Context: an optimization exercise on an open-source flow, tuned for small area. The choices shown serve that exercise and are no tape-out recipe.
The RTL was checked by simulation tests, not by an equivalence proof against the original design.
Power is estimated from default activity; no workload was simulated.

==> flow/design.v, too long to show whole: its modules and the start of the top module <==
// module lineWindow: 43 lines
// module convMac: 1902 lines
// module maxPool: 34 lines
// module convPoolTop: 50 lines
module convPoolTop (
    input  logic        clk,
    input  logic        rst,
    input  logic        pixValid,
    input  logic [7:0]  pix,
    input  logic        coefWrite,
    input  logic [3:0]  coefAddr,
    input  logic [15:0] coefData,
    output logic        poolValid,
    output logic [20:0] pool
);
  // ...
==> flow/flow/run.sh <==
#!/bin/bash
# Standard synthesis, then the combinational logic mapped again for area
# (flip-flops kept as synthesis made them), then the standard layout.
set -euo pipefail
R=orfs/results/${FLOW_PLATFORM}/convPoolTop/base
LIB=${FLOW_HOME}/platforms/${FLOW_PLATFORM}/lib/sky130_fd_sc_hd__tt_025C_1v80.lib
bash standard.sh synth > synth.log 2>&1
cp $R/1_2_yosys.v std_1_2_yosys.v
python3 flow/netopt.py $LIB std_1_2_yosys.v opt.v > netopt.log 2>&1
DU=""
for c in $(cat flow/dont_use.txt); do DU="$DU -dont_use $c"; done
cat > remap.ys <<EOS
read_liberty -lib $LIB
read_verilog opt.v
hierarchy -top ${FLOW_TOP}
proc; opt_clean
techmap
opt -fast
abc -liberty $LIB $DU -script flow/remap.abc
opt_clean -purge
hilomap -singleton -hicell sky130_fd_sc_hd__conb_1 HI -locell sky130_fd_sc_hd__conb_1 LO
splitnets
opt_clean -purge
insbuf -buf sky130_fd_sc_hd__buf_4 A X
write_verilog -noattr -noexpr -nohex -nodec remap.v
stat -liberty $LIB
EOS
yosys -s remap.ys > remap.log 2>&1
cp remap.v $R/1_2_yosys.v
rm -f $R/1_synth.odb $R/1_synth.sdc
bash standard.sh "BUFFER_PORTS_ARGS=-buffer_cell sky130_fd_sc_hd__buf_1" "CTS_ARGS=-sink_clustering_enable -repair_clock_nets -dont_use_dummy_load -sink_clustering_size 28 -sink_clustering_max_diameter 100 -buf_list sky130_fd_sc_hd__clkbuf_16" finish > layout.log 2>&1
==> flow/flow/dont_use.txt <==
sky130_fd_sc_hd__lpflow_bleeder_1
sky130_fd_sc_hd__lpflow_clkbufkapwr_1
sky130_fd_sc_hd__lpflow_clkbufkapwr_16
sky130_fd_sc_hd__lpflow_clkbufkapwr_2
sky130_fd_sc_hd__lpflow_clkbufkapwr_4
sky130_fd_sc_hd__lpflow_clkbufkapwr_8
sky130_fd_sc_hd__lpflow_clkinvkapwr_1
sky130_fd_sc_hd__lpflow_clkinvkapwr_16
sky130_fd_sc_hd__lpflow_clkinvkapwr_2
sky130_fd_sc_hd__lpflow_clkinvkapwr_4
sky130_fd_sc_hd__lpflow_clkinvkapwr_8
sky130_fd_sc_hd__lpflow_decapkapwr_12
sky130_fd_sc_hd__lpflow_decapkapwr_3
sky130_fd_sc_hd__lpflow_decapkapwr_4
sky130_fd_sc_hd__lpflow_decapkapwr_6
sky130_fd_sc_hd__lpflow_decapkapwr_8
sky130_fd_sc_hd__lpflow_inputiso0n_1
sky130_fd_sc_hd__lpflow_inputiso0p_1
sky130_fd_sc_hd__lpflow_inputiso1n_1
sky130_fd_sc_hd__lpflow_inputiso1p_1
sky130_fd_sc_hd__lpflow_inputisolatch_1
sky130_fd_sc_hd__lpflow_isobufsrc_1
sky130_fd_sc_hd__lpflow_isobufsrc_16
sky130_fd_sc_hd__lpflow_isobufsrc_2
sky130_fd_sc_hd__lpflow_isobufsrc_4
sky130_fd_sc_hd__lpflow_isobufsrc_8
sky130_fd_sc_hd__lpflow_isobufsrckapwr_16
sky130_fd_sc_hd__lpflow_lsbuf_lh_hl_isowell_tap_1
sky130_fd_sc_hd__lpflow_lsbuf_lh_hl_isowell_tap_2
sky130_fd_sc_hd__lpflow_lsbuf_lh_hl_isowell_tap_4
sky130_fd_sc_hd__lpflow_lsbuf_lh_isowell_4
sky130_fd_sc_hd__lpflow_lsbuf_lh_isowell_tap_1
sky130_fd_sc_hd__lpflow_lsbuf_lh_isowell_tap_2
sky130_fd_sc_hd__lpflow_lsbuf_lh_isowell_tap_4
sky130_fd_sc_hd__probe_p_8
sky130_fd_sc_hd__probec_p_8
==> flow/flow/netopt.py <==
#!/usr/bin/env python3
"""Rewrites a mapped flat netlist for re-mapping: full adders get the input/output
polarity that needs the fewest inverters (a full adder of inverted inputs gives
inverted outputs), inverters are dropped, and every other combinational cell
but full adders becomes an assign of its liberty function, for abc to
map again. Flip-flops, full adders and tie cells stay as they are, with their names.
usage: netopt.py LIB IN.v OUT.v"""
import re, sys, collections

lib_path, in_path, out_path = sys.argv[1:4]

# ---- liberty: pin directions and functions
lib = open(lib_path).read()
cells = {}
for m in re.finditer(r'\n\s*cell \("(\w+)"\)\s*\{', lib):
    start = m.end()
    depth, i = 1, start
    while depth:
        c = lib[i]
        if c == '{': depth += 1
        elif c == '}': depth -= 1
        i += 1
    body = lib[start:i]
    pins = {}
    for pm in re.finditer(r'\n\s*pin \("(\w+)"\)\s*\{', body):
        ps = pm.end(); d, j = 1, ps
        while d:
            c = body[j]
            if c == '{': d += 1
            elif c == '}': d -= 1
            j += 1
        pb = body[ps:j]
        # only top-level attributes of the pin (before nested groups)
        top = re.sub(r'\{[^{}]*\}', '', pb)
        while re.search(r'\{[^{}]*\}', top):
            top = re.sub(r'\{[^{}]*\}', '', top)
        dm = re.search(r'direction\s*:\s*"?(\w+)"?', top)
        fm = re.search(r'function\s*:\s*"([^"]*)"', top)
        pins[pm.group(1)] = (dm.group(1) if dm else None, fm.group(1) if fm else None)
    ff = bool(re.search(r'\n\s*(ff|latch|statetable)\s*\(', body))
    cells[m.group(1)] = (pins, ff)

# ---- netlist
src = open(in_path).read()
hdr = re.search(r'module\s+(\w+)\s*\((.*?)\);', src, re.S)
top = hdr.group(1)
portlist = hdr.group(2)
decls = re.findall(r'^\s*(input|output)\s*(\[\d+:\d+\])?\s*([^;]+?)\s*;', src, re.M)
ports = []
for d, rng, name in decls:
    ports.append((d, rng or '', name.strip()))
NET = r'(\\\S+\s|[A-Za-z_][\w$]*(?:\[\d+\])?|\d+\'[bh][0-9a-fA-FxXzZ]+)'
insts = []
for m in re.finditer(r'^\s*(sky130_fd_sc_hd__\w+)\s+(\\\S+\s|[A-Za-z_][\w$]*)\s*\((.*?)\);', src, re.M | re.S):
    typ, name, body = m.group(1), m.group(2).strip(), m.group(3)
    conns = {}
    for pm in re.finditer(r'\.(\w+)\(\s*' + NET + r'\s*\)', body):
        conns[pm.group(1)] = pm.group(2).strip()
    insts.append([typ, name, conns])
assert 'assign' not in src, 'assigns not handled'

def is_inv(t): return re.match(r'sky130_fd_sc_hd__(clk)?inv_\d+$', t) is not None
def is_buf(t): return re.match(r'sky130_fd_sc_hd__(clk)?buf_\d+$', t) is not None
def is_fa(t): return re.match(r'sky130_fd_sc_hd__fa_\d+$', t) is not None
def outs_of(t): return [p for p, (d, f) in cells[t][0].items() if d == 'output']

driver = {}
loads = collections.defaultdict(list)
for idx, (t, n, c) in enumerate(insts):
    o = outs_of(t)
    for p, net in c.items():
        if p in o: driver[net] = (idx, p)
        else: loads[net].append((idx, p))
portnets = set()
outports = set()
for d, rng, name in ports:
    if rng:
        hi, lo = map(int, rng[1:-1].split(':'))
        bits = [f'{name}[{k}]' for k in range(lo, hi + 1)]
    else:
        bits = [name]
    portnets.update(bits)
    if d == 'output': outports.update(bits)

# literal of a net through inverters and buffers: (root, parity)
def lit(net):
    par = 0
    seen = 0
    while net in driver and seen < 100:
        idx, p = driver[net]
        t = insts[idx][0]
        if is_inv(t): par ^= 1; net = insts[idx][2]['A']
        elif is_buf(t): net = insts[idx][2]['A']
        else: break
        seen += 1
    return net, par

fas = [i for i, x in enumerate(insts) if is_fa(x[0])]
faout = {}   # net -> fa index
for i in fas:
    for p in ('SUM', 'COUT'):
        if p in insts[i][2]: faout[insts[i][2][p]] = i
pol = {i: 0 for i in fas}

# uses of roots: (root, parity, user fa or None)
def fa_inputs(i):
    return [lit(insts[i][2][p]) for p in ('A', 'B', 'CIN')]
other_uses = []   # literals needed by non-fa, non-inverter/buffer cells and ports
for idx, (t, n, c) in enumerate(insts):
    if is_fa(t) or is_inv(t) or is_buf(t): continue
    o = outs_of(t)
    for p, net in c.items():
        if p not in o: other_uses.append(lit(net))
for net in outports:
    other_uses.append(lit(net))

def cost():
    need = set()
    for i in fas:
        for r, par in fa_inputs(i):
            q = pol[faout[r]] if r in faout else 0
            if par ^ pol[i] ^ q: need.add((r,))
    oc = 0
    for r, par in other_uses:
        q = pol[faout[r]] if r in faout else 0
        if par ^ q and (r, 'o') not in need: need.add((r, 'o'))
    return len(need)

# greedy local search with incremental evaluation per fa neighbourhood
users = collections.defaultdict(list)
for i in fas:
    for r, par in fa_inputs(i):
        users[r].append(i)
otheruse_by_root = collections.defaultdict(list)
for r, par in other_uses:
    otheruse_by_root[r].append(par)
fain = {i: fa_inputs(i) for i in fas}

def comb_root(r):
    if r not in driver: return False
    t = insts[driver[r][0]][0]
    pins, ff = cells[t]
    return not ff and not is_fa(t) and not re.match(r'sky130_fd_sc_hd__(conb)_', t)
combr = {}
def root_cost(r):
    # 1 if some fa input needs r inverted (physically), + 0.6 if non-fa use needs it
    if r not in combr: combr[r] = comb_root(r)
    w = 0.2 if combr[r] else 1
    q = pol[faout[r]] if r in faout else 0
    c = 0
    if any(par ^ pol[i] ^ q for i in users[r] for (rr, par) in fain[i] if rr == r): c += w
    elif any(par ^ q for par in otheruse_by_root[r]): c += 0.6
    return c

def local(i):
    rs = set(r for r, par in fain[i])
    for p in ('SUM', 'COUT'):
        if p in insts[i][2]: rs.add(insts[i][2][p])
    return sum(root_cost(r) for r in rs)

before = cost()
# parity union-find over adders: an adder-to-adder edge of parity par wants
# pol[src] ^ pol[dst] == par, which needs no inverter
parent = {i: i for i in fas}
rel = {i: 0 for i in fas}      # parity to parent
def find(x):
    if parent[x] == x: return x, 0
    r, pr = find(parent[x])
    parent[x] = r; rel[x] ^= pr
    return r, rel[x]
import sys as _s
_s.setrecursionlimit(10000)
conflicts = 0
for i in fas:
    for r, par in fain[i]:
        if r in faout:
            g = faout[r]
            ri, pi = find(i); rg, pg = find(g)
            if ri == rg:
                if pi ^ pg != par: conflicts += 1
            else:
                parent[ri] = rg; rel[ri] = pi ^ pg ^ par
comps = collections.defaultdict(list)
for i in fas:
    r, pr = find(i)
    comps[r].append((i, pr))
for r, members in comps.items():
    best = None
    for flip in (0, 1):
        for i, pr in members: pol[i] = pr ^ flip
        c = sum(local(i) for i, pr in members)
        if best is None or c < best[0]: best = (c, flip)
    for i, pr in members: pol[i] = pr ^ best[1]
for it in range(20):
    changed = 0
    for i in fas:
        c0 = local(i)
        pol[i] ^= 1
        c1 = local(i)
        if c1 < c0: changed += 1
        else: pol[i] ^= 1
    if not changed: break
after = cost()
print(f'components {len(comps)} conflicts {conflicts}', file=sys.stderr)
print(f'fa {len(fas)} flipped {sum(pol.values())} inverted roots {before} -> {after}', file=sys.stderr)

# ---- emit
out = []
wires = set()
assigns = []
newc = [0]
def fresh(base):
    newc[0] += 1
    return f'_no{newc[0]}_'
phys = {}    # root -> (net, q)
def physof(r):
    if r in faout and pol[faout[r]]:
        return phys[r]
    return (r, 0)
for i in fas:
    if pol[i]:
        for p in ('SUM', 'COUT'):
            if p in insts[i][2]:
                r = insts[i][2][p]
                nn = fresh(r); wires.add(nn)
                phys[r] = (nn, 1)
invnet = {}
def literal_net(r, par):
    net, q = physof(r)
    if par == q: return net
    if net not in invnet:
        nn = fresh(net); wires.add(nn)
        assigns.append(f'  assign {nn} = ~{net}{" " if net.startswith(chr(92)) else ""};')
        invnet[net] = nn
    return invnet[net]

keep = []
for idx, (t, n, c) in enumerate(insts):
    if is_inv(t) or is_buf(t):
        continue
    if is_fa(t):
        nc = {}
        for p in ('A', 'B', 'CIN'):
            r, par = lit(c[p])
            nc[p] = literal_net(r, par ^ pol[idx])
        for p in ('SUM', 'COUT'):
            if p in c:
                nc[p] = phys[c[p]][0] if pol[idx] else c[p]
        keep.append((t, n, nc))
        continue
    pins, ff = cells[t]
    o = outs_of(t)
    funcs = [pins[p][1] for p in o]
    if ff or any(f is None for f in funcs) or re.match(r'sky130_fd_sc_hd__(conb)_', t):
        nc = {}
        for p, net in c.items():
            nc[p] = net if p in o else literal_net(*lit(net))
        keep.append((t, n, nc))
        continue
    for p in o:
        if p not in c: continue
        f = pins[p][1]
        def sub(mm):
            v = literal_net(*lit(c[mm.group(0)]))
            return v + ' ' if v.startswith('\\') else v
        e = re.sub(r'\b[A-Za-z_]\w*\b', sub, f)
        e = e.replace('!', '~').replace('+', '|').replace('*', '&')
        e = re.sub(r'(\\\S+)\s', r'\1 ', e)
        lhs = c[p] + ' ' if c[p].startswith('\\') else c[p]
        assigns.append(f'  assign {lhs} = {e};')

# nets that were driven by dropped inverters/buffers but still needed by name:
# output ports and the logical value of flipped adder outputs
for net in sorted(outports):
    r, par = lit(net)
    ln = literal_net(r, par)
    if ln != net:
        assigns.append(f'  assign {net} = {ln}{" " if ln.startswith(chr(92)) else ""};')
for r, (nn, q) in phys.items():
    # the logical net, if anything refers to it by name in the kept logic
    pass

def declnet(n):
    return n if n.startswith('\\') else n
used = set()
for t, n, c in keep:
    used.update(c.values())
for a in assigns:
    for x in re.findall(r'(\\\S+\s|[A-Za-z_][\w$]*(?:\[\d+\])?)', a[len('  assign '):]):
        used.add(x.strip())
out.append(f'module {top}({portlist});')
for d, rng, name in ports:
    out.append(f'  {d} {rng} {name};')
for w in sorted(used - portnets):
    if w.startswith('\\'): out.append(f'  wire {w} ;')
    elif re.match(r'[A-Za-z_][\w$]*$', w): out.append(f'  wire {w};')
for t, n, c in keep:
    pc = ', '.join(f'.{p}({v}{" " if v.startswith(chr(92)) else ""})' for p, v in c.items())
    nn = n + ' ' if n.startswith('\\') else n
    out.append(f'  {t} {nn} ({pc});')
out += assigns
out.append('endmodule')
open(out_path, 'w').write('\n'.join(out) + '\n')
==> flow/flow/remap.abc <==
strash
dch
amap
topo
==> flow/standard.sh <==
#!/bin/bash
# synth_recipe.tcl (not shown) runs the flow's synth.tcl, then flattens the netlist and writes it again
# the make line also repeats each setting of config.mk as NAME=value (left out here)
make -C /OpenROAD-flow-scripts/flow DESIGN_CONFIG=/design/flow/config.mk WORK_HOME=/design/flow/orfs CLKGATE_MAP_FILE= SYNTH_SCRIPT=/design/flow/synth_recipe.tcl "${@:-finish}"
==> flow/config.mk <==
export PLATFORM = sky130hd
export DESIGN_NAME = convPoolTop
export DESIGN_NICKNAME = convPoolTop
export VERILOG_FILES = /design/flow/design.v
export SDC_FILE = /design/flow/constraint.sdc
export NUM_CORES = 4
export LEC_CHECK = 0
export ABC_AREA = 1
export CAP_MARGIN = 20
export CORE_MARGIN = 2
export CORE_UTILIZATION = 65
export CTS_BUF_LIST = sky130_fd_sc_hd__clkbuf_16
export CTS_CLUSTER_DIAMETER = 100
export CTS_CLUSTER_SIZE = 30
export PLACE_DENSITY = 0.75
export SLEW_MARGIN = 20
==> flow/constraint.sdc <==
create_clock -name core_clock -period 7.5 [get_ports {clk}]
set_input_delay 1.5000 -clock core_clock [delete_from_list [all_inputs] [get_ports {clk}]]
set_output_delay 1.5000 -clock core_clock [all_outputs]
set_load 0.01 [all_outputs]
==> metrics.md, run 1 <==
| Metric | Value |
|---|---|
| Status | `finished clean` |
| Filler cell count | `2562` |
| #MultiIn Comb | `1601` |
| Flop pwr share | `0.250` |
| Crit-path slowest cell | `edfxtp_1` |
| Worst Hold Class | `flip-flop to flip-flop` |
| P_comb | `6.39 mW` |
| Min-delay src | `uLineWindow.hist[40]` |
| DR top layer | `met4` |
| Later-pin clock latency in the skew report | `540 ps` |
| FF-to-FF setup slack | `730 ps` |
| Met2 Track Usage GR | `0.594` |
| Clock buf/inv share | `0.0162` |
| Num ports | `54` |
| Capture point of the worst reg-to-reg path | `uConvMac.sumA[7]` |
| Final Util | `0.696` |
| Critical path type | `flip-flop to flip-flop` |
| DR pass1 iterations | `6` |
| # hold bufs at CTS | `0` |
| Cts bufs inserted | `16` |
| Most frequent cells in the layout | `350 x fa_1, 310 x o22ai_1, 289 x edfxtp_1, 229 x nand2_1, 223 x o21ai_0` |
| Multi-input gate area | `13400 µm²` |
| Die H | `193 µm` |
| Cells on worst reg2reg path | `15` |
| Non-filler cells, final | `2622` |
| Fin nets | `2544` |
| Final hold violation count | `0` |
| Endpoint, Worst Hold | `uLineWindow.hist[48]` |
| Pin count of the biggest net entering global routing | `145` |
| Synth warn | `3` |
| CORE AREA | `35400 µm²` |
| Post-route DRC | `0` |
| Post-route setup slack | `732 ps` |
| CP peak stage delay | `600 ps` |
| Pre-CTS setup slack | `819 ps` |
==> module maxPool, before the edit <==
module maxPool (
    input  logic        clk,
    input  logic        rst,
    input  logic        convValid,
    input  logic [18:0] convValue,
    input  logic        convXodd,
    input  logic        convYodd,
    input  logic        poolLast,
    output logic        poolValid,
    output logic [20:0] pool
);
    logic signed [18:0] acc;
    logic signed [18:0] upper0, upper1;
    logic signed [18:0] other;
    always_comb begin
        other = convXodd ? acc : upper0;
    end
    always_ff @(posedge clk) begin
        if (rst) poolValid <= 1'b0;
        else     poolValid <= convValid && convXodd && convYodd;
    end
    always_ff @(posedge clk) begin
        if (convValid) begin
            if (!convXodd) begin
                upper0 <= upper1;
                upper1 <= acc;
            end
            if (!convXodd && !convYodd) acc <= convValue;
            else if (other > $signed(convValue)) acc <= other;
            else acc <= convValue;
        end
    end
    assign pool = {acc[18], acc, poolLast};
endmodule
==> inputs of run 2 (changes only) <==
--- a/flow/design.v
+++ b/flow/design.v
@@ -1918,17 +1918,24 @@
     assign fc351 = (fc345 & fc346) | (fc345 & fc347) | (fc346 & fc347);
     assign fs352 = fc348 ^ fs351 ^ fc349;
     assign fc352 = (fc348 & fs351) | (fc348 & fc349) | (fs351 & fc349);
     assign rowA = {1'b1, fc351, fs352, fs350, fs344, fc319, fs319, fc276, fs276, fs247, fs215, fs179, fs143, fs107, fs80, fs53, fs35, fs17, fs8};
     assign rowB = {1'b0, fc352, fc350, 1'b0, fc333, fs333, fc299, fs299, fc247, 1'b0, fc179, 1'b0, 1'b0, 1'b0, 1'b0, 1'b0, 1'b0, 1'b0, 1'b0};
     logic [7:0] carryBits;
     assign carryBits = {rowB[17], rowB[16], rowB[14], rowB[13], rowB[12], rowB[11], rowB[10], rowB[8]};
     assign sumA[18] = 1'b1;
-    assign convValue = sumA + sumB;
+    logic [19:0] cpaC;
+    assign cpaC[0] = 1'b0;
+    always_comb begin
+        for (int j = 0; j < 19; j++) begin
+            convValue[j] = sumA[j] ^ sumB[j] ^ cpaC[j];
+            cpaC[j+1] = (sumA[j] & sumB[j]) | (sumA[j] & cpaC[j]) | (sumB[j] & cpaC[j]);
+        end
+    end
     logic [8-1:0] sumBBits;
     always_ff @(posedge clk) sumBBits <= carryBits;
     always_comb begin
         sumB = '0;
         sumB[8] = sumBBits[0];
         sumB[10] = sumBBits[1];
         sumB[11] = sumBBits[2];
         sumB[12] = sumBBits[3];
@@ -1955,31 +1962,40 @@
     input  logic        convYodd,
     input  logic        poolLast,
     output logic        poolValid,
     output logic [20:0] pool
 );
     logic signed [18:0] acc;
     logic signed [18:0] upper0, upper1;
     logic signed [18:0] other;
+    logic [19:0] cmpC;
+    logic        otherGreater;
+    always_comb begin
+        cmpC[0] = 1'b1;
+        for (int j = 0; j < 19; j++) begin
+            cmpC[j+1] = (convValue[j] & !other[j]) | (convValue[j] & cmpC[j]) | (!other[j] & cmpC[j]);
+        end
+        otherGreater = convValue[18] ^ !other[18] ^ cmpC[19];
+    end
     always_comb begin
         other = convXodd ? acc : upper0;
     end
     always_ff @(posedge clk) begin
         if (rst) poolValid <= 1'b0;
         else     poolValid <= convValid && convXodd && convYodd;
     end
     always_ff @(posedge clk) begin
         if (convValid) begin
             if (!convXodd) begin
                 upper0 <= upper1;
                 upper1 <= acc;
             end
             if (!convXodd && !convYodd) acc <= convValue;
-            else if (other > $signed(convValue)) acc <= other;
+            else if (otherGreater) acc <= other;
             else acc <= convValue;
         end
     end
     assign pool = {acc[18], acc, poolLast};
 endmodule
 `timescale 1ns/1ps
 module convPoolTop (
     input  logic        clk,
==> run 2 against run 1 <==
  * Critical path type unchanged
  * Combinational power fell by 3%
  * Still clean on timing, DRC and antenna
  * Sequential power hardly changed
  * Fmax shrank 2.6%
  * Synthesized area down 1.0%
  * Sequential share of layout area increased by 0.41 points
  * Largest power group unchanged
  * Clock skew is 9.5 ps lower
  * Via count fell by 0.66%
  * Synthesized cell count down 3.1%
  * Critical path depth is the same
  * Non-clock buffer count down 1
  * Core utilization is 0.61 points higher
  * Register-to-register slack worse by 180 ps
==> metrics.md, run 2 <==
| Metric | Value |
|---|---|
| F_max | `144 MHz` |
| TritonCTS clock tree | `done` |
| Die H | `192 µm (-0.49%)` |
| RSZ-0062 raised after global routing | `false` |
| GRT Resource Usage Total | `0.412` |
| Post-CTS Setup Inserts | `0` |
| Critical Path Fanout Max | `15` |
| Post-route DRC | `0 (unchanged)` |
| Pwr/cell area | `392 nW/µm²` |
| Buffers on Ports | `53` |
| Routability Congestion | `0.994` |
| Post-DP HPWL | `58.1 mm` |
| First-pass GRT wire length | `107 mm` |
| Root Buffer | `clkbuf_16` |
| CTS Sinks | `323` |
| Starting DRC count in detailed routing | `2313` |
| Worst path cell trace | `clkinv_1, nor2b_1, or2_0, o22ai_1, o21ai_0, fa_1, fa_1, fa_1, fa_1, fa_1, fa_1, fa_1, fa_1, fa_1, fa_1` |
| Syn_area_per_cell | `11.5 µm²` |
| Total Routed Length | `72.5 mm` |
| Initial core utilization | `0.664` |
| CP Launch Point | `uConvMac.kernel[17]` |
| Crit-path slowest cell | `edfxtp_1` |
| Synthesized area | `23000 µm²` |
| Buf/Inv on CP | `1` |
| Layout area overhead | `5.76%` |
| Hold WS | `408 ps` |
| Num ports | `54 (unchanged)` |
| # rows | `68` |
| Fin nets | `2486 (-2.3%)` |
| Max Cap Violations | `0` |
| Cts repair resizes | `0` |
| Via density | `6.88` |
| Fin crit share | `0.927` |
| Via count | `17569` |
| DR pass1 iterations | `9 (+3)` |
| CORE AREA | `34700 µm² (-1.9%)` |
| Setup violators final | `0` |
| Pin count of the biggest net entering global routing | `83 (-43%)` |
| Crit start category | `flip-flop` |
| Worst Hold Class | `flip-flop to flip-flop` |
| CP peak stage delay | `670 ps (+70 ps)` |
| Final ANT Viol Nets | `0` |
| Max_slew headroom | `0.131` |
| Die ar. | `37000 µm²` |
| Setup TNS | `0 ps` |
| Bufs on Longest Clock Path | `3` |
| # hold bufs at CTS | `0 (unchanged)` |
| Overflow after GRT | `0` |
| Clock transition at the registers of the reported paths | `120 ps` |
| Top Registers | `uLineWindow.hist: 144 flops, uConvMac.kernel: 72 flops` |
| Setup crit end kind | `flip-flop` |
| Synth warn | `3 (unchanged)` |
| Period minus WS final | `6950 ps` |
| CP top delay family | `adder cells` |
| Worst vdd ir | `0.000751 V` |
| Crit path top cell by count | `fa_1` |
| Actual slew at the worst max-slew pin | `1300 ps` |
| Post-Route Skew | `40.3 ps` |
| H-tree Lvls | `1` |
| Cts bufs inserted | `16 (unchanged)` |
| Commonest non-fill, non-tap cell in the layout | `fa_1` |
| Syn Nets | `2400` |
| Most frequent cells in the layout | `357 x fa_1, 299 x o22ai_1, 289 x edfxtp_1, 230 x nand2_1, 222 x o21ai_0` |
| Tot Pwr | `9.55 mW` |
| Drt wl/cell | `28.4 µm` |
| Worst Path Required | `7930 ps` |
| Critical path type | `flip-flop to flip-flop` |
| RR Startpoint | `uConvMac.kernel[17]` |
| LEAKAGE | `8.16 nW` |
| Worst EP arrival | `7380 ps` |
| Share of cells above drive strength 1 | `0.0196` |
| Later-pin clock latency in the skew report | `540 ps (about the same)` |
| DIE WIDTH | `192 µm` |
| Initial antenna violation count | `1` |
| Final hold violation count | `0 (unchanged)` |
| Max reg flops | `144` |
| Gate Count Post-Synth | `2011` |
| Number of global-route vias before repair | `16908` |
| Reg with most FFs | `uLineWindow.hist` |
| Slew Limit Fails | `0` |
| Status | `finished clean` |
| Min-delay src | `uLineWindow.hist[46]` |
-- run 2: layout make-up --
cell class | instances | area (µm²)
fillers | 2489 | 10300
flip-flops and latches | 323 | 9360
well taps | 455 | 569
multi-input cells | 1551 | 13200
inverters | 135 | 507
clock buffers | 16 | 400
diodes | 2 | 5.00
repair buffers | 70 | 345
-- run 2: routing by layer --
metal,up-vias,wire [µm],GRT usage
met4,0,4340,0.196
met3,234,8970,0.104
met1,8603,26600,0.565
met2,1219,32600,0.626
li1,7513,-,-
met5,-,0,0
-- run 2: final timing paths --
| check | endpoint | slack (ps) | cells after the start |
|---|---|---|---|
| max | uConvMac.sumA[7] | 550 | 15 |
| min | uLineWindow.hist[54] | 410 | 0 |
| max reg2reg | uConvMac.sumA[7] | 550 | 15 |
| min reg2reg | uLineWindow.hist[54] | 410 | 0 |
-- run 2: through the flow --
step / utilization / setup WS [ps] / cell area, µm² / std cells
floorplan: - / 1330 / 23000 / 2011
global placement: 0.690 / 876 / 23900 / 2533
detailed placement: 0.690 / 684 / 23900 / 2533
CTS: 0.701 / 651 / 24300 / 2549
global route: 0.702 / 279 / 24400 / 2550
finish: 0.702 / 550 / 24400 / 2552
-- run 2: power by group --
group          switching (mW)  total, mW  leakage [nW]  internal (mW)
registers               0.103       2.43          3.00           2.33
logic                    3.36       6.19          4.96           2.83
clock network           0.549      0.935         0.197          0.386
total                    4.01       9.55          8.16           5.54
==> module lineWindow, before the edit <==
module lineWindow (
    input  logic        clk,
    input  logic        rst,
    input  logic        pixValid,
    input  logic [7:0]  pix,
    output logic        winValid,
    output logic [71:0] win,
    output logic        convXodd,
    output logic        convYodd,
    output logic        poolLast
);
    localparam int imgSize = 8;
    logic [8*18-1:0] hist;
    logic [8*19-1:0] taps;
    logic [2:0] row;
    logic [2:0] col;
    assign winValid = pixValid && row >= 3'd2 && col >= 3'd2;
    assign convXodd = !col[0];
    assign convYodd = row[0] ^ (col == 3'd0);
    assign poolLast = row == 3'd0;
    always_ff @(posedge clk) begin
        if (rst) begin
            row <= '0;
            col <= '0;
        end else begin
            if (pixValid) begin
                col <= col + 1'b1;
                if (col == 3'(imgSize - 1)) row <= row + 1'b1;
            end
        end
    end
    always_ff @(posedge clk) begin
        if (pixValid) hist <= {hist[8*17-1:0], pix};
    end
    assign taps = {hist, pix};
    always_comb begin
        for (int i = 0; i < 3; i++) begin
            for (int j = 0; j < 3; j++) begin
                win[(i*3+j)*8 +: 8] = taps[((2-i)*8 + (2-j))*8 +: 8];
            end
        end
    end
endmodule
==> inputs of run 3 (changes only) <==
--- a/flow/design.v
+++ b/flow/design.v
@@ -12,5 +12,5 @@
 );
     localparam int imgSize = 8;
-    logic [8*18-1:0] hist;
+    logic [8*18-1:0] histN;
     logic [8*19-1:0] taps;
     logic [2:0] row;
@@ -32,7 +32,7 @@
     end
     always_ff @(posedge clk) begin
-        if (pixValid) hist <= {hist[8*17-1:0], pix};
+        if (pixValid) histN <= {histN[8*17-1:0], ~pix};
     end
-    assign taps = {hist, pix};
+    assign taps = {~histN, pix};
     always_comb begin
         for (int i = 0; i < 3; i++) begin
==> run 3 against run 2 <==
  * Critical path depth rose by 1
  * Highest routed layer unchanged
  * Count of clock-buffer cells in the layout did not move
  * Cell count fell by 1.8%
  * Sequential power rose by 2%
  * Wire length fell by 2.4%
  * Critical endpoint unchanged
  * Still clean
==> metrics.md, run 3 <==
| Metric | Value |
|---|---|
| Cells on worst reg2reg path | `16 (+1)` |
| Commonest non-fill, non-tap cell in the layout | `fa_1` |
| Filler cell count | `2454 (-1.4%)` |
| Slew Limit Fails | `0 (unchanged)` |
| LEAKAGE | `8.04 nW (-1.4%)` |
| Actual slew at the worst max-slew pin | `1150 ps (-153 ps)` |
| Syn Nets | `2348 (-2.2%)` |
| Worst setup path endpoint | `uConvMac.sumA[7]` |
| FF-to-FF setup slack | `520 ps (-30 ps)` |
| P_int | `5.71 mW (+3.1%)` |
| Max Cap Violations | `0 (unchanged)` |
| Max reg flops | `144 (unchanged)` |
| Net Sw Frac | `0.429 (+0.00966)` |
| Initial antenna violation count | `4 (+3)` |
| Worst Path Required | `7920 ps (about the same)` |
| Clock transition at the registers of the reported paths | `110 ps (about the same)` |
| TritonCTS clock tree | `done` |
| Syn_area_per_cell | `11.7 µm² (+2.3%)` |
| CORE AREA | `34700 µm² (unchanged)` |
| Final Instance Area | `24300 µm² (-0.12%)` |
| Critical Path Fanout Max | `13 (-2)` |
| Worst Hold Class | `flip-flop to flip-flop` |
| Status | `finished clean` |
| Setup TNS | `0 ps (unchanged)` |
| Top Registers | `uLineWindow.histN: 144 flops, uConvMac.kernel: 72 flops` |
| Gate Count Post-Synth | `1959 (-2.6%)` |
| Pre-CTS setup slack | `660 ps (-24.6 ps)` |
| Drt wl/cell | `28.2 µm (-0.65%)` |
| Worst vdd ir | `0.000668 V (-11%)` |
| Post-DP HPWL | `56.1 mm (-3.4%)` |
| Max_slew headroom | `0.230 (+0.0992)` |
| Synthesized area | `23000 µm² (-0.34%)` |
| Pwr/cell area | `411 nW/µm² (+4.9%)` |
| Post-CTS Setup Inserts | `0 (unchanged)` |
| DIE WIDTH | `192 µm (-0.16%)` |
| # rows | `68 (unchanged)` |
| Synth warn | `3 (unchanged)` |
| Fin nets | `2441 (-1.8%)` |
| Starting DRC count in detailed routing | `2528 (+9.3%)` |
| RR Startpoint | `uConvMac.kernel[41]` |
| Layout area overhead | `5.99%` |
| Post-route DRC | `0 (unchanged)` |
| Via count | `17101 (-2.7%)` |
| Worst path cell trace | `clkinv_1, nor2b_1, or2_0, o22ai_1, nand2_1, o21ai_0, fa_1, fa_1, fa_1, fa_1, fa_1, fa_1, fa_1, fa_1, fa_1, fa_1` |
| Logic pwr share | `0.661 (+0.013)` |
| Routability Congestion | `1.01 (+1.5%)` |
| Via density | `6.82 (-0.92%)` |
| Crit-path slowest cell | `edfxtp_1` |
| # hold bufs at CTS | `0 (unchanged)` |
| Setup crit end kind | `flip-flop` |
| Final hold violation count | `0 (unchanged)` |
| Most frequent cells in the layout | `357 x fa_1, 302 x o22ai_1, 289 x edfxtp_1, 223 x o21ai_0, 205 x nor2_1` |
| CP Launch Point | `uConvMac.kernel[41]` |
| Worst EP arrival | `7400 ps (+20 ps)` |
| Overflow after GRT | `0 (unchanged)` |
| Post-Route Skew | `42.0 ps (+1.78 ps)` |
| Crit path top cell by count | `fa_1` |
| Cts bufs inserted | `16 (unchanged)` |
| CP peak stage delay | `660 ps (about the same)` |
| H-tree Lvls | `1 (unchanged)` |
| Crit start category | `flip-flop` |
| Critical path type | `flip-flop to flip-flop` |
| Final Util | `0.701 (-0.000829)` |
| Root Buffer | `clkbuf_16` |
| Register Area | `9360 µm² (unchanged)` |
| Setup violators final | `0 (unchanged)` |
| Num ports | `54 (unchanged)` |
| Clock power share | `0.093 (-0.005)` |
| Die H | `192 µm (-0.16%)` |
| First-pass GRT wire length | `104 mm (-3.1%)` |
| Number of global-route vias before repair | `16217 (-4.1%)` |
| Pin count of the biggest net entering global routing | `66 (-20%)` |
| CTS Sinks | `323 (unchanged)` |
| Period minus WS final | `6980 ps (+31.6 ps)` |
| F_max | `143 MHz (-0.45%)` |
| Die ar. | `36900 µm² (-0.33%)` |
| GRT Resource Usage Total | `0.401 (-0.0108)` |
| Tot Pwr | `10.0 mW (+4.8%)` |
| RSZ-0062 raised after global routing | `false` |
| Reg with most FFs | `uLineWindow.histN` |
| Flop pwr share | `0.247 (-0.007)` |
| Cts repair resizes | `0 (unchanged)` |
| Buffers on Ports | `53 (unchanged)` |
| Psw | `4.30 mW (+7.2%)` |
| Multi-input gate area | `13300 µm² (+0.90%)` |
| Initial core utilization | `0.662 (-0.00223)` |
| Share of cells above drive strength 1 | `0.0224 (+0.00287)` |
| Bufs on Longest Clock Path | `3 (unchanged)` |
| Fin crit share | `0.931 (+0.00421)` |
| Later-pin clock latency in the skew report | `530 ps (about the same)` |
| Total Routed Length | `70.8 mm (-2.4%)` |
| DR pass1 iterations | `6 (-3)` |
| Post-place instance area | `23900 µm² (-0.10%)` |
| Capture point of the worst reg-to-reg path | `uConvMac.sumA[7]` |
| Post-route setup slack | `518 ps (-31.6 ps)` |
| Final ANT Viol Nets | `0 (unchanged)` |
run 3: layer usage:
| metal | share of wire | GRT usage | up-vias |
|---|---|---|---|
| met2 | 0.44 | 0.607 | 1263 |
| met1 | 0.37 | 0.567 | 8165 |
| met5 | 0 | 0 | - |
| met3 | 0.13 | 0.0957 | 245 |
| li1 | - | - | 7428 |
| met4 | 0.058 | 0.166 | 0 |
run 3: power groups by stage:
stage | clock, mW | combinational [mW] | sequential [mW]
6_report | 0.927 | 6.61 | 2.47
4_1_cts | 0.944 | 6.57 | 2.47
2_1_floorplan | 0 | 4.13 | 2.45
3_3_place_gp | 0 | 6.33 | 2.50
3_5_place_dp | 0 | 6.54 | 2.50
5_1_grt | 0.982 | 7.25 | 2.48
run 3: worst max-delay path, delay by kind of cell (launching register included):
family                     cells  cell delay (ps)
and+or+nand+nor                3              780
DFF                            1              660
adders and majority gates     10             4760
buffers and inverters          1              380
AOI/OAI and AO/OA              2              290
run 3: area by class of cell:
type,count,share of cell area
Multi-Input combinational cell,1552,0.547
Sequential cell,323,0.384
Tap cell,455,0.0234
Clock buffer,16,0.0164
Timing Repair Buffer,77,0.0163
Inverter,82,0.0126
Antenna cell,2,0.000206
run 3: worst min-delay path by stage:
| stage | start | slack (ps) | cells past startpoint | to |
|---|---|---|---|---|
| 3_5_place_dp | uLineWindow.histN[111] | 400 | 0 | uLineWindow.histN[119] |
| 3_3_place_gp | uLineWindow.histN[108] | 400 | 0 | uLineWindow.histN[116] |
| 2_1_floorplan | uLineWindow.histN[92] | 400 | 0 | uLineWindow.histN[100] |
| 4_1_cts | uLineWindow.histN[118] | 390 | 0 | uLineWindow.histN[126] |
| 6_report | uLineWindow.histN[118] | 390 | 0 | uLineWindow.histN[126] |
| 5_1_grt | uLineWindow.histN[116] | 390 | 0 | uLineWindow.histN[124] |
run 3: per-stage QoR:
stage	hold slack, ps	cells
6_report	388	2507
5_1_grt	390	2506
3_3_place_gp	401	2488
4_1_cts	388	2504
3_5_place_dp	405	2488
2_1_floorplan	400	1959
==> inputs of run 4 (changes only) <==
--- a/flow/config.mk
+++ b/flow/config.mk
@@ -9,8 +9,8 @@
 export CAP_MARGIN = 20
 export CORE_MARGIN = 2
-export CORE_UTILIZATION = 65
+export CORE_UTILIZATION = 75
 export CTS_BUF_LIST = sky130_fd_sc_hd__clkbuf_16
 export CTS_CLUSTER_DIAMETER = 100
 export CTS_CLUSTER_SIZE = 30
-export PLACE_DENSITY = 0.75
+export PLACE_DENSITY = 0.85
 export SLEW_MARGIN = 20
==> run 4 against run 3 <==
  * Clock power about the same
  * Via count is 3.5% higher
  * Non-clock buffer count shrank 4
  * Synthesized area stayed put
  * Sequential cell count unchanged
  * Sequential power barely moved
  * Largest cell class unchanged
  * Largest power group unchanged
==> metrics.md, run 4 <==
| Metric | Value |
|---|---|
| Non-filler cells, final | `2442 (-2.6%)` |
| Final ANT Viol Nets | `0 (unchanged)` |
| Top Registers | `uLineWindow.histN: 144 flops, uConvMac.kernel: 72 flops` |
| CTS Sinks | `323 (unchanged)` |
| # diodes | `0 (-2)` |
| Via count | `17704 (+3.5%)` |
| Multi-input gate area | `13300 µm² (unchanged)` |
| Post-Place Cells | `2425 (-2.5%)` |
| TritonCTS clock tree | `done` |
| Max Cap Violations | `0 (unchanged)` |
| RR Startpoint | `uConvMac.kernel[25]` |
| Final hold violation count | `0 (unchanged)` |
| Synth warn | `3 (unchanged)` |
| Cells on worst reg2reg path | `15 (-1)` |
| DIE WIDTH | `179 µm (-6.8%)` |
| Max_slew headroom | `0.0994 (-0.130)` |
| Drt wl/cell | `28.8 µm (+2.0%)` |
| Initial antenna violation count | `2 (-2)` |
| Die ar. | `32000 µm² (-13%)` |
| Actual slew at the worst max-slew pin | `1350 ps (+200 ps)` |
| Filler cell count | `1738 (-29%)` |
| Cts bufs inserted | `16 (unchanged)` |
| Setup TNS | `0 ps (unchanged)` |
| LEAKAGE | `8.02 nW (-0.22%)` |
| Total Routed Length | `70.3 mm (-0.65%)` |
| Initial core utilization | `0.757 (+0.0952)` |
| Post-DP HPWL | `55.4 mm (-1.2%)` |
| Critical Path Fanout Max | `15 (+2)` |
| Fin crit share | `0.941 (+0.0101)` |
| Worst EP arrival | `7460 ps (+60 ps)` |
| Gate Count Post-Synth | `1959 (unchanged)` |
| Hold path depth | `0 (unchanged)` |
| Die H | `179 µm (-6.8%)` |
| Syn Nets | `2348 (unchanged)` |
| Number of global-route vias before repair | `16643 (+2.6%)` |
| Cts repair resizes | `0 (unchanged)` |
| Commonest non-fill, non-tap cell in the layout | `fa_1` |
| Starting DRC count in detailed routing | `3152 (+25%)` |
| Later-pin clock latency in the skew report | `540 ps (about the same)` |
| Reg with most FFs | `uLineWindow.histN` |
| Post-route DRC | `0 (unchanged)` |
| FF-to-FF setup slack | `440 ps (-80 ps)` |
| Syn_area_per_cell | `11.7 µm² (unchanged)` |
| Met1 usage | `0.635 (+0.0679)` |
| Worst vdd ir | `0.000751 V (+12%)` |
| Via density | `7.25 (+6.3%)` |
| DR pass1 iterations | `7 (+1)` |
| Min-delay src | `uLineWindow.histN[108]` |
| Post-Route Skew | `54.5 ps (+12.4 ps)` |
| Met3 usage | `0.142 (+0.0468)` |
| Crit start category | `flip-flop` |
| # hold bufs at CTS | `0 (unchanged)` |
| Post-CTS Setup Inserts | `0 (unchanged)` |
| Most frequent cells in the layout | `357 x fa_1, 302 x o22ai_1, 289 x edfxtp_1, 223 x o21ai_0, 205 x nor2_1` |
| Clock transition at the registers of the reported paths | `110 ps (about the same)` |
| Overflow after GRT | `0 (unchanged)` |
| Period minus WS final | `7060 ps (+75.8 ps)` |
| H-tree Lvls | `1 (unchanged)` |
| CORE AREA | `30300 µm² (-13%)` |
| Pin count of the biggest net entering global routing | `85 (+29%)` |
| Setup crit end kind | `flip-flop` |
| Fin nets | `2437 (-0.16%)` |
| Critical path type | `flip-flop to flip-flop` |
| Synthesized area | `23000 µm² (unchanged)` |
| Routability Congestion | `1.17 (+16%)` |
| Pwr/cell area | `425 nW/µm² (+3.4%)` |
| Layout area overhead | `5.53%` |
| Worst Path Required | `7900 ps (-20 ps)` |
| Setup violators final | `0 (unchanged)` |
| Share of cells above drive strength 1 | `0.0205 (-0.00191)` |
| Num ports | `54 (unchanged)` |
| GRT Resource Usage Total | `0.457 (+0.0555)` |
| Slew Limit Fails | `0 (unchanged)` |
| Bufs on Longest Clock Path | `3 (unchanged)` |
| Max reg flops | `144 (unchanged)` |
| Worst Hold Class | `flip-flop to flip-flop` |
| Status | `finished clean` |
| RSZ-0062 raised after global routing | `false` |
| F_max | `142 MHz (-1.1%)` |
| GRT busiest layer | `met2` |
| Endpoint, Worst Hold | `uLineWindow.histN[116]` |
| # rows | `64 (-5.9%)` |
| First-pass GRT wire length | `103 mm (-0.37%)` |
| Capture point of the worst reg-to-reg path | `uConvMac.sumA[7]` |
| Register Area | `9360 µm² (unchanged)` |
| Root Buffer | `clkbuf_16` |
| Buffers on Ports | `53 (unchanged)` |
| Met2 Track Usage GR | `0.676 (+0.0691)` |
-- run 4: critical path: stages (launching register included) --
cell      delay (ps)
edfxtp_1         730
clkinv_1         400
nor2b_1          280
or2_0            370
o22ai_1          150
o21ai_0          400
fa_1             550
fa_1             530
fa_1             550
fa_1             430
fa_1             510
fa_1             430
fa_1             420
fa_1             400
fa_1             390
fa_1             420
-- run 4: how the worst max path moves through the flow --
stage,startpoint,end,slack [ps]
floorplan,uConvMac.kernel[33],uConvMac.sumA[7],1340
global route,uConvMac.kernel[25],uConvMac.sumA[7],80
CTS,uConvMac.kernel[25],uConvMac.sumA[7],590
detailed placement,uConvMac.kernel[25],uConvMac.sumA[7],580
finish,uConvMac.kernel[25],uConvMac.sumA[7],440
global placement,uConvMac.kernel[25],uConvMac.sumA[7],680
-- run 4: area by class of cell --
cell class | count | share of cell area
Clock buffer | 16 | 0.0165
Multi-Input combinational cell | 1552 | 0.549
Timing Repair Buffer | 73 | 0.0153
Sequential cell | 323 | 0.386
Tap cell | 396 | 0.0204
Inverter | 82 | 0.0127
-- run 4: report_power, final --
| group | internal, mW | switching, mW | total [mW] | leakage [nW] |
|---|---|---|---|---|
| clock network | 0.385 | 0.545 | 0.930 | 0.197 |
| registers | 2.33 | 0.143 | 2.47 | 3.00 |
| logic | 3.08 | 3.82 | 6.91 | 4.82 |
-- run 4: per-layer routing --
metal / vias to the layer above / wire length [µm]
met5: - / 9
met4: 2 / 4320
met3: 332 / 11700
met2: 1618 / 30700
met1: 8347 / 23600
li1: 7405 / -
-- run 4: through the flow --
step                setup WS [ps]   util  hold slack, ps  instance area [µm²]  total power [mW]
global placement              680  0.784             401                23800              8.75
detailed placement            577  0.785             405                23800              9.15
global route                 80.4  0.799             368                24200              11.0
CTS                           594  0.798             370                24200              9.98
finish                        442  0.799             371                24200              10.3
floorplan                    1340      -             400                23000              6.58

afterwards: timing with drivers on the ports:
No port has a modelled driver above. Below, the same layouts with a new extraction and two added sets of constraints. Step 1: set_driving_cell puts a clkbuf_16 on clk and a buf_2 on each other input, an assumption about the parent block. Step 2 times the ports against the registers' clock, not the clock port: input delays grow and output delays shrink by t, the midpoint of the rising clock arrivals with the driver on. Slacks: no drivers / after step 1 / after step 2; pairs: no drivers / after step 1.
run	t, ns	setup slack, ns	slew at the worst register clock pin (ns)
run 1	0.573	0.732 / 0.732 / 0.732	0.12 / 0.12
run 2	0.578	0.550 / 0.550 / 0.550	0.12 / 0.12
run 3	0.570	0.518 / 0.518 / 0.518	0.11 / 0.11
run 4	0.564	0.442 / 0.442 / 0.442	0.12 / 0.12
After both steps setup and hold are still met in every run listed.
